Background: an optimization exercise with open tools, aiming at small area. Do not read the settings as production practice.
Only simulation tests tie the RTL to the original design; equivalence was not proved.
Power figures rest on the tool's default switching activity, not on a simulated workload.

==> build 88 <==
==> flow/design.v <==
package playback_pkg;
    localparam int DATA_W       = 8;
    localparam int CLKS_PER_BIT = 16;             
    localparam int CLK_CNT_W    = $clog2(CLKS_PER_BIT);
    localparam int FRAME_BITS   = DATA_W + 2;     
    localparam int MSG_DEPTH = 64;
    localparam int MSG_AW    = 6;
    localparam int CAP_DEPTH = 256;
    localparam int CAP_AW    = 8;
    localparam int CNT_W     = CAP_AW + 1;        
    localparam int RING_LW   = 1;                 
    localparam logic [DATA_W-1:0] STOP_CHAR = 8'h04;
    typedef enum logic [2:0] {
        IDLE,
        MSG_READ,     
        MSG_SEND,     
        CAP_READ,     
        CAP_SEND,     
        MSG_DONE,
        CAP_DONE      
    } ctrl_state_t;
endpackage
`timescale 1ns/1ps
module uart_rx (
    input  logic                              CLK100MHZ,
    input  logic                              rst,
    input  logic                              rxd,
    output logic [playback_pkg::DATA_W-1:0]   rx_byte,
    output logic                              rx_strobe,
    output logic                              rx_busy
);
    logic rx_meta;
    logic rx_sync;
    logic rx_prev;                                           
    logic [playback_pkg::CLK_CNT_W-1:0]        clk_cnt;
    logic [$clog2(playback_pkg::DATA_W+3)-1:0] bit_idx;    
    logic [playback_pkg::DATA_W-1:0]           shift;
    logic                                      bit_end;
    assign bit_end = (clk_cnt == playback_pkg::CLK_CNT_W'(playback_pkg::CLKS_PER_BIT - 1));
    always_ff @(posedge CLK100MHZ) begin
        if (rst) begin
            rx_meta <= 1'b1;   
            rx_sync <= 1'b1;
            rx_prev <= 1'b1;
        end else begin
            rx_meta <= rxd;
            rx_sync <= rx_meta;
            rx_prev <= rx_sync;
        end
    end
    always_ff @(posedge CLK100MHZ) begin
        if (rst) begin
            rx_busy   <= 1'b0;
            rx_strobe <= 1'b0;
            clk_cnt   <= '0;
            bit_idx   <= '0;
        end else begin
            rx_strobe <= 1'b0;
            if (!rx_busy) begin
                if (rx_prev && !rx_sync) begin
                    rx_busy <= 1'b1;
                    bit_idx <= '0;
                    clk_cnt <= playback_pkg::CLK_CNT_W'(playback_pkg::CLKS_PER_BIT / 2);
                end
            end else if (bit_end) begin
                clk_cnt <= '0;
                bit_idx <= bit_idx + 1'b1;
                if (bit_idx == 0 && rx_sync) begin
                    rx_busy <= 1'b0;   
                end else if (bit_idx == playback_pkg::DATA_W + 1) begin
                    rx_strobe <= rx_sync;   
                    clk_cnt   <= playback_pkg::CLK_CNT_W'(playback_pkg::CLKS_PER_BIT / 2);
                end else if (bit_idx == playback_pkg::DATA_W + 2) begin
                    rx_busy <= 1'b0;   
                end
            end else begin
                clk_cnt <= clk_cnt + 1'b1;
            end
        end
    end
    always_ff @(posedge CLK100MHZ) begin
        if (rx_busy && bit_end && bit_idx != 0 && bit_idx <= playback_pkg::DATA_W) begin
            shift <= {rx_sync, shift[playback_pkg::DATA_W-1:1]};
        end
        if (rx_busy && bit_end && bit_idx == playback_pkg::DATA_W + 1) begin
            rx_byte <= shift;
        end
    end
endmodule
`timescale 1ns/1ps
module uart_tx (
    input  logic                              CLK100MHZ,
    input  logic                              rst,
    input  logic                              tx_send,
    input  logic [playback_pkg::DATA_W-1:0]   tx_data,
    output logic                              txd,
    output logic                              tx_busy
);
    logic [playback_pkg::FRAME_BITS-1:0]         frame;
    logic [playback_pkg::CLK_CNT_W-1:0]          clk_cnt;
    logic                                        bit_end;
    assign bit_end = (clk_cnt == playback_pkg::CLK_CNT_W'(playback_pkg::CLKS_PER_BIT - 1));
    always_ff @(posedge CLK100MHZ) begin
        if (rst) begin
            tx_busy <= 1'b0;
        end else if (!tx_busy) begin
            tx_busy <= tx_send;
        end else if (bit_end && frame[playback_pkg::FRAME_BITS-1:1] == '0) begin
            tx_busy <= 1'b0;   
        end
    end
    always_ff @(posedge CLK100MHZ) begin
        if (rst || !tx_busy) begin
            clk_cnt <= '0;
        end else begin
            clk_cnt <= clk_cnt + 1'b1;
        end
    end
    always_ff @(posedge CLK100MHZ) begin
        if (tx_send && !tx_busy) begin
            frame <= {1'b1, tx_data, 1'b0};
        end else if (tx_busy && bit_end) begin
            frame <= {1'b0, frame[playback_pkg::FRAME_BITS-1:1]};
        end
    end
    assign txd = frame[0] || !tx_busy;   
endmodule
`timescale 1ns/1ps
module message_rom (
    input  logic                              CLK100MHZ,
    input  logic [playback_pkg::MSG_AW-1:0]   msg_addr,
    output logic [playback_pkg::DATA_W-1:0]   msg_byte
);
    logic [playback_pkg::DATA_W-1:0] mem [playback_pkg::MSG_DEPTH];
    initial begin
        $readmemh("message.hex", mem);
    end
    assign msg_byte = mem[msg_addr];
endmodule
`timescale 1ns/1ps
module capture_buffer (
    input  logic                              CLK100MHZ,
    input  logic                              rst,
    input  logic                              rxd,
    input  logic [playback_pkg::CAP_AW-1:0]   cap_key,     
    input  logic                              cap_clear,
    output logic [playback_pkg::DATA_W-1:0]   cap_byte,
    output logic [playback_pkg::CNT_W-1:0]    cap_count,
    output logic                              rx_busy
);
    localparam int W    = playback_pkg::DATA_W;
    localparam int LW   = playback_pkg::RING_LW;             
    localparam int LN   = 1 << LW;                           
    localparam int GW   = playback_pkg::CAP_AW - LW;         
    localparam int S    = 1 << GW;                           
    localparam int SW   = W * LN;                            
    logic [W-1:0]                    rx_byte;
    logic                            rx_strobe;
    logic [playback_pkg::CAP_AW-1:0] wr_ptr;
    logic                            full;
    logic                            wr_en;
    logic [SW*S-1:0]                 ring;        
    logic [SW-1:0]                   ring_in;     
    logic [GW-1:0]                   phase;       
    logic                            pend;        
    logic                            pend_go;
    logic [W-1:0]                    rd_byte;
    uart_rx u_rx (
        .CLK100MHZ (CLK100MHZ),
        .rst       (rst),
        .rxd       (rxd),
        .rx_byte   (rx_byte),
        .rx_strobe (rx_strobe),
        .rx_busy   (rx_busy)
    );
    assign wr_ptr  = cap_count[playback_pkg::CAP_AW-1:0];
    assign full    = cap_count[playback_pkg::CAP_AW];
    assign wr_en   = rx_strobe && !full && !cap_clear;   
    always_ff @(posedge CLK100MHZ) begin
        if (rst || cap_clear) begin
            cap_count <= '0;
        end else if (wr_en) begin
            cap_count <= cap_count + 1'b1;
        end
    end
    always_ff @(posedge CLK100MHZ) begin
        if (rst) begin
            phase <= '0;
        end else begin
            phase <= phase + 1'b1;
        end
    end
    assign pend_go = pend && (phase == wr_ptr[GW-1:0]);
    always_comb begin
        ring_in = ring[SW*(S-1) +: SW];
        for (int l = 0; l < LN; l++) begin
            if (pend_go && wr_ptr[playback_pkg::CAP_AW-1:GW] == LW'(l)) begin
                ring_in[W*l +: W] = rx_byte;
            end
        end
    end
    always_ff @(posedge CLK100MHZ) begin
        ring <= {ring[SW*(S-1)-1:0], ring_in};
    end
    always_ff @(posedge CLK100MHZ) begin
        if (rst || cap_clear) begin
            pend <= 1'b0;
        end else if (wr_en) begin
            pend <= 1'b1;
        end else if (pend_go) begin
            pend <= 1'b0;
        end
    end
    always_ff @(posedge CLK100MHZ) begin
        if (phase == cap_key[GW-1:0]) begin
            rd_byte <= ring_in[W*cap_key[playback_pkg::CAP_AW-1:GW] +: W];
        end
    end
    assign cap_byte = (pend && cap_key == wr_ptr) ? rx_byte : rd_byte;
endmodule
`timescale 1ns/1ps
module playback_ctrl (
    input  logic                              CLK100MHZ,
    input  logic                              rst,
    input  logic                              play_msg,
    input  logic                              play_capture,
    input  logic [playback_pkg::DATA_W-1:0]   msg_byte,
    input  logic [playback_pkg::DATA_W-1:0]   cap_byte,
    input  logic [playback_pkg::CNT_W-1:0]    cap_count,
    output logic [playback_pkg::MSG_AW-1:0]   msg_addr,
    output logic [playback_pkg::CAP_AW-1:0]   cap_key,     
    output logic                              cap_clear,
    output logic                              txd,
    output logic                              tx_busy
);
    playback_pkg::ctrl_state_t state;
    playback_pkg::ctrl_state_t state_nxt;
    logic [playback_pkg::CNT_W-1:0]  ptr;
    logic [playback_pkg::CNT_W-1:0]  ptr_inc;
    logic                            cap_mode;
    logic                            tx_send;
    logic [playback_pkg::DATA_W-1:0] tx_data;
    logic                            msg_end;
    assign ptr_inc  = ptr + 1'b1;
    assign cap_mode = (state == playback_pkg::CAP_READ) || (state == playback_pkg::CAP_SEND);
    assign msg_addr = ptr[playback_pkg::MSG_AW-1:0];
    assign cap_key  = cap_mode ? ptr_inc[playback_pkg::CAP_AW-1:0] : playback_pkg::CAP_AW'(1);
    assign msg_end  = ptr[playback_pkg::MSG_AW];   
    assign tx_data  = (state == playback_pkg::CAP_READ) ? cap_byte : msg_byte;
    assign cap_clear = (state == playback_pkg::CAP_DONE);
    uart_tx u_tx (
        .CLK100MHZ (CLK100MHZ),
        .rst       (rst),
        .tx_send   (tx_send),
        .tx_data   (tx_data),
        .txd       (txd),
        .tx_busy   (tx_busy)
    );
    always_comb begin
        state_nxt = state;
        tx_send   = 1'b0;
        case (state)
            playback_pkg::IDLE: begin
                if (play_msg) begin
                    state_nxt = playback_pkg::MSG_READ;   
                end else if (play_capture) begin
                    state_nxt = playback_pkg::CAP_READ;
                end
            end
            playback_pkg::MSG_READ: begin
                if (msg_byte == playback_pkg::STOP_CHAR) begin
                    state_nxt = playback_pkg::MSG_DONE;
                end else if (!tx_busy) begin
                    tx_send   = 1'b1;
                    state_nxt = playback_pkg::MSG_SEND;
                end
            end
            playback_pkg::MSG_SEND: begin
                if (!tx_busy) begin
                    state_nxt = msg_end ? playback_pkg::MSG_DONE : playback_pkg::MSG_READ;
                end
            end
            playback_pkg::CAP_READ: begin
                if (ptr == cap_count) begin
                    state_nxt = playback_pkg::CAP_DONE;   
                end else if (!tx_busy) begin
                    tx_send   = 1'b1;
                    state_nxt = playback_pkg::CAP_SEND;
                end
            end
            playback_pkg::CAP_SEND: begin
                if (!tx_busy) begin
                    state_nxt = playback_pkg::CAP_READ;
                end
            end
            default: state_nxt = playback_pkg::IDLE;   
        endcase
    end
    always_ff @(posedge CLK100MHZ) begin
        if (rst) begin
            state <= playback_pkg::IDLE;
            ptr   <= '0;
        end else begin
            state <= state_nxt;
            if (state == playback_pkg::MSG_DONE || state == playback_pkg::CAP_DONE) begin
                ptr <= '0;
            end else if (tx_send) begin
                ptr <= ptr_inc;   
            end
        end
    end
endmodule
`timescale 1ns/1ps
module text_playback_top (
    input  logic                              CLK100MHZ,
    input  logic                              rst,
    input  logic                              rxd,
    input  logic                              play_msg,
    input  logic                              play_capture,
    output logic                              txd,
    output logic                              tx_busy,
    output logic                              rx_busy,
    output logic [playback_pkg::CNT_W-1:0]    bytes_loaded
);
    logic [playback_pkg::MSG_AW-1:0] msg_addr;
    logic [playback_pkg::DATA_W-1:0] msg_byte;
    logic [playback_pkg::CAP_AW-1:0] cap_key;
    logic [playback_pkg::DATA_W-1:0] cap_byte;
    logic                            cap_clear;
    message_rom u_msg_rom (
        .CLK100MHZ (CLK100MHZ),
        .msg_addr  (msg_addr),
        .msg_byte  (msg_byte)
    );
    capture_buffer u_cap_buf (
        .CLK100MHZ (CLK100MHZ),
        .rst       (rst),
        .rxd       (rxd),
        .cap_key   (cap_key),
        .cap_clear (cap_clear),
        .cap_byte  (cap_byte),
        .cap_count (bytes_loaded),   
        .rx_busy   (rx_busy)
    );
    playback_ctrl u_ctrl (
        .CLK100MHZ    (CLK100MHZ),
        .rst          (rst),
        .play_msg     (play_msg),
        .play_capture (play_capture),
        .msg_byte     (msg_byte),
        .cap_byte     (cap_byte),
        .cap_count    (bytes_loaded),
        .msg_addr     (msg_addr),
        .cap_key      (cap_key),
        .cap_clear    (cap_clear),
        .txd          (txd),
        .tx_busy      (tx_busy)
    );
endmodule
==> flow/message.hex <==
// one character per line in hex, 04 ends the message; all 64 entries listed
48
69
20
74
68
65
72
65
04
04
04
04
04
04
04
04
04
04
04
04
04
04
04
04
04
04
04
04
04
04
04
04
04
04
04
04
04
04
04
04
04
04
04
04
04
04
04
04
04
04
04
04
04
04
04
04
04
04
04
04
04
04
04
04
==> flow/flow/run.sh <==
#!/bin/bash
# Standard layout with two changes:
# - synthesis maps the logic with an area-only ABC script (no buffering or
#   sizing there; the placer's repair handles drive strengths), otherwise
#   the standard flow's synthesis script unchanged;
# - a leaner clock tree: no dummy loads for balancing, mid-size clock
#   buffers, and single-drive buffers on the ports.
set -euo pipefail
W=$(pwd)
cat > my_synth.tcl <<EOF
proc abc {args} {
  set i [lsearch -exact \$args -script]
  if { \$i >= 0 && [string match *abc_*.script [lindex \$args [expr {\$i + 1}]]] && ![string match *retime* [lindex \$args [expr {\$i + 1}]]] } {
    set args [lreplace \$args \$i [expr {\$i + 1}] -script $W/flow/abc_area_only.script]
    set j [lsearch -exact \$args -D]
    if { \$j >= 0 } { set args [lreplace \$args \$j [expr {\$j + 1}]] }
  }
  yosys abc {*}\$args
}
EOF
cat synth_recipe.tcl >> my_synth.tcl
# The standard flow's make command, run for synthesis with the script above
MK=$(grep '^make ' standard.sh | sed -e "s#SYNTH_SCRIPT=[^ ]*#SYNTH_SCRIPT=$W/my_synth.tcl#" -e 's#"${@:-finish}"#synth#')
eval "$MK" > synth.log 2>&1
export CTS_ARGS="-sink_clustering_enable -repair_clock_nets -dont_use_dummy_load -buf_list sky130_fd_sc_hd__clkbuf_8 -sink_clustering_size 20 -sink_clustering_max_diameter 40"
export BUFFER_PORTS_ARGS="-buffer_cell sky130_fd_sc_hd__buf_1"
bash standard.sh > standard.log 2>&1
==> flow/flow/abc_area_only.script <==
strash; dch -f; map -a; topo
==> flow/standard.sh <==
#!/bin/bash
# synth_recipe.tcl (not shown) runs the flow's synth.tcl, then flattens the netlist and writes it again
# the make line also repeats each setting of config.mk as NAME=value (left out here)
make -C /OpenROAD-flow-scripts/flow DESIGN_CONFIG=/design/flow/config.mk WORK_HOME=/design/flow/orfs CLKGATE_MAP_FILE= SYNTH_SCRIPT=/design/flow/synth_recipe.tcl "${@:-finish}"
==> flow/config.mk <==
export PLATFORM = sky130hd
export DESIGN_NAME = text_playback_top
export DESIGN_NICKNAME = text_playback_top
export VERILOG_FILES = /design/flow/design.v
export SDC_FILE = /design/flow/constraint.sdc
export NUM_CORES = 4
export LEC_CHECK = 0
export ABC_AREA = 1
export CAP_MARGIN = 20
export CORE_MARGIN = 2
export CORE_UTILIZATION = 70
export SLEW_MARGIN = 20
==> flow/constraint.sdc <==
create_clock -name core_clock -period 10.0 [get_ports {CLK100MHZ}]
set_input_delay 2.0000 -clock core_clock [delete_from_list [all_inputs] [get_ports {CLK100MHZ}]]
set_output_delay 2.0000 -clock core_clock [all_outputs]
set_load 0.01 [all_outputs]
==> inputs of trial 79, as changes to build 88 <==
==> flow/design.v, changed modules only <==
module message_rom (
    input  logic                              CLK100MHZ,
    input  logic [playback_pkg::MSG_AW-1:0]   msg_addr,
    output logic [playback_pkg::DATA_W-1:0]   msg_byte
);
    logic [playback_pkg::DATA_W-1:0] mem [playback_pkg::MSG_DEPTH];
    initial begin
        $readmemh("message.hex", mem);
    end
    always_comb begin
        msg_byte = '0;
        for (int i = 0; i < playback_pkg::MSG_DEPTH; i++) begin
            msg_byte = msg_byte | (mem[i] & {playback_pkg::DATA_W{msg_addr == playback_pkg::MSG_AW'(i)}});
        end
    end
endmodule
--- a/flow/flow/run.sh
+++ b/flow/flow/run.sh
@@ -24,3 +24,3 @@
 eval "$MK" > synth.log 2>&1
-export CTS_ARGS="-sink_clustering_enable -repair_clock_nets -dont_use_dummy_load -buf_list sky130_fd_sc_hd__clkbuf_8 -sink_clustering_size 20 -sink_clustering_max_diameter 40"
+export CTS_ARGS="-sink_clustering_enable -repair_clock_nets -dont_use_dummy_load -buf_list sky130_fd_sc_hd__clkbuf_8 -sink_clustering_size 16 -sink_clustering_max_diameter 35"
 export BUFFER_PORTS_ARGS="-buffer_cell sky130_fd_sc_hd__buf_1"
==> qor summary <==
metric                                                                 trial 79              build 88
Result of the run                                      timing/DRC/antenna clean  timing/DRC/antenna clean
Part of the Yosys area used for sequential elements                       95.1%                 95.2%
FF-to-FF End                                               u_ctrl.u_tx.frame[7]  u_ctrl.u_tx.frame[4]
Minimum clock period after layout                                       3990 ps               4250 ps
Max VDD drop                                                         0.000206 V            0.000184 V
CP Launch Point                                                   u_ctrl.ptr[0]       u_ctrl.state[0]
Slew at the pin closest to its max-slew limit                            915 ps               1120 ps
Leakage dissipation                                                     19.3 nW               19.0 nW
Area growth syn-to-layout                                                 7.81%                 6.87%
Remaining max-slew budget at the tightest pin                             38.8%                 25.3%
Global-route wire length before repair                               103,000 um             94,400 um
Setup slack of the worst register-to-register path                      6010 ps               5750 ps
Net count reported at finish                                              2,763                 2,737
Clock buffer cells                                                          173                   143
Combinational logic power                                              0.313 mW              0.310 mW
Final weighted congestion in routability-driven placement                 0.829                 0.801
Switching component of the power                                        2.65 mW               2.53 mW
Post-Synth Adder-Cell Area                                               0.332%                0.249%
Period Utilization, post-route                                            39.9%                 42.5%
WHS Endpoint                                                u_cap_buf.ring[992]   u_cap_buf.ring[916]
Combinational share of power                                               2.4%                  2.5%
Multi-input combinational gate total                                        350                   349

## port drivers added, routing unchanged
No port has a modelled driver above. Below, the same layouts with a new extraction and two added sets of constraints.
Step 1 assumes that a clkbuf_16 drives the clock port and a buf_2 every other input.
Step 2 moves the port delays by t, midway between the first and last clock arrival at a register: inputs arrive t later, outputs are due t later. That takes back most of the time a late clock gives input paths.
Three values: ideal ports, drivers, drivers and shift; two values: the first two.
| run | shift t [ns] | slack for setup (ns) | latest minus earliest clock arrival (ns) | worst slew at a driven data input, ns |
|---|---|---|---|---|
| build 88 | 0.802 | 5.745 / 5.745 / 5.277 | 0.109 / 0.110 | 0.03 |
| trial 79 | 0.831 | 6.008 / 6.008 / 5.646 | 0.129 / 0.128 | 0.03 |
After both steps setup and hold are still met in every run listed. For build 88, which loses most, drivers alone change the setup slack by 0.000 ns; drivers and shift together by -0.468 ns.
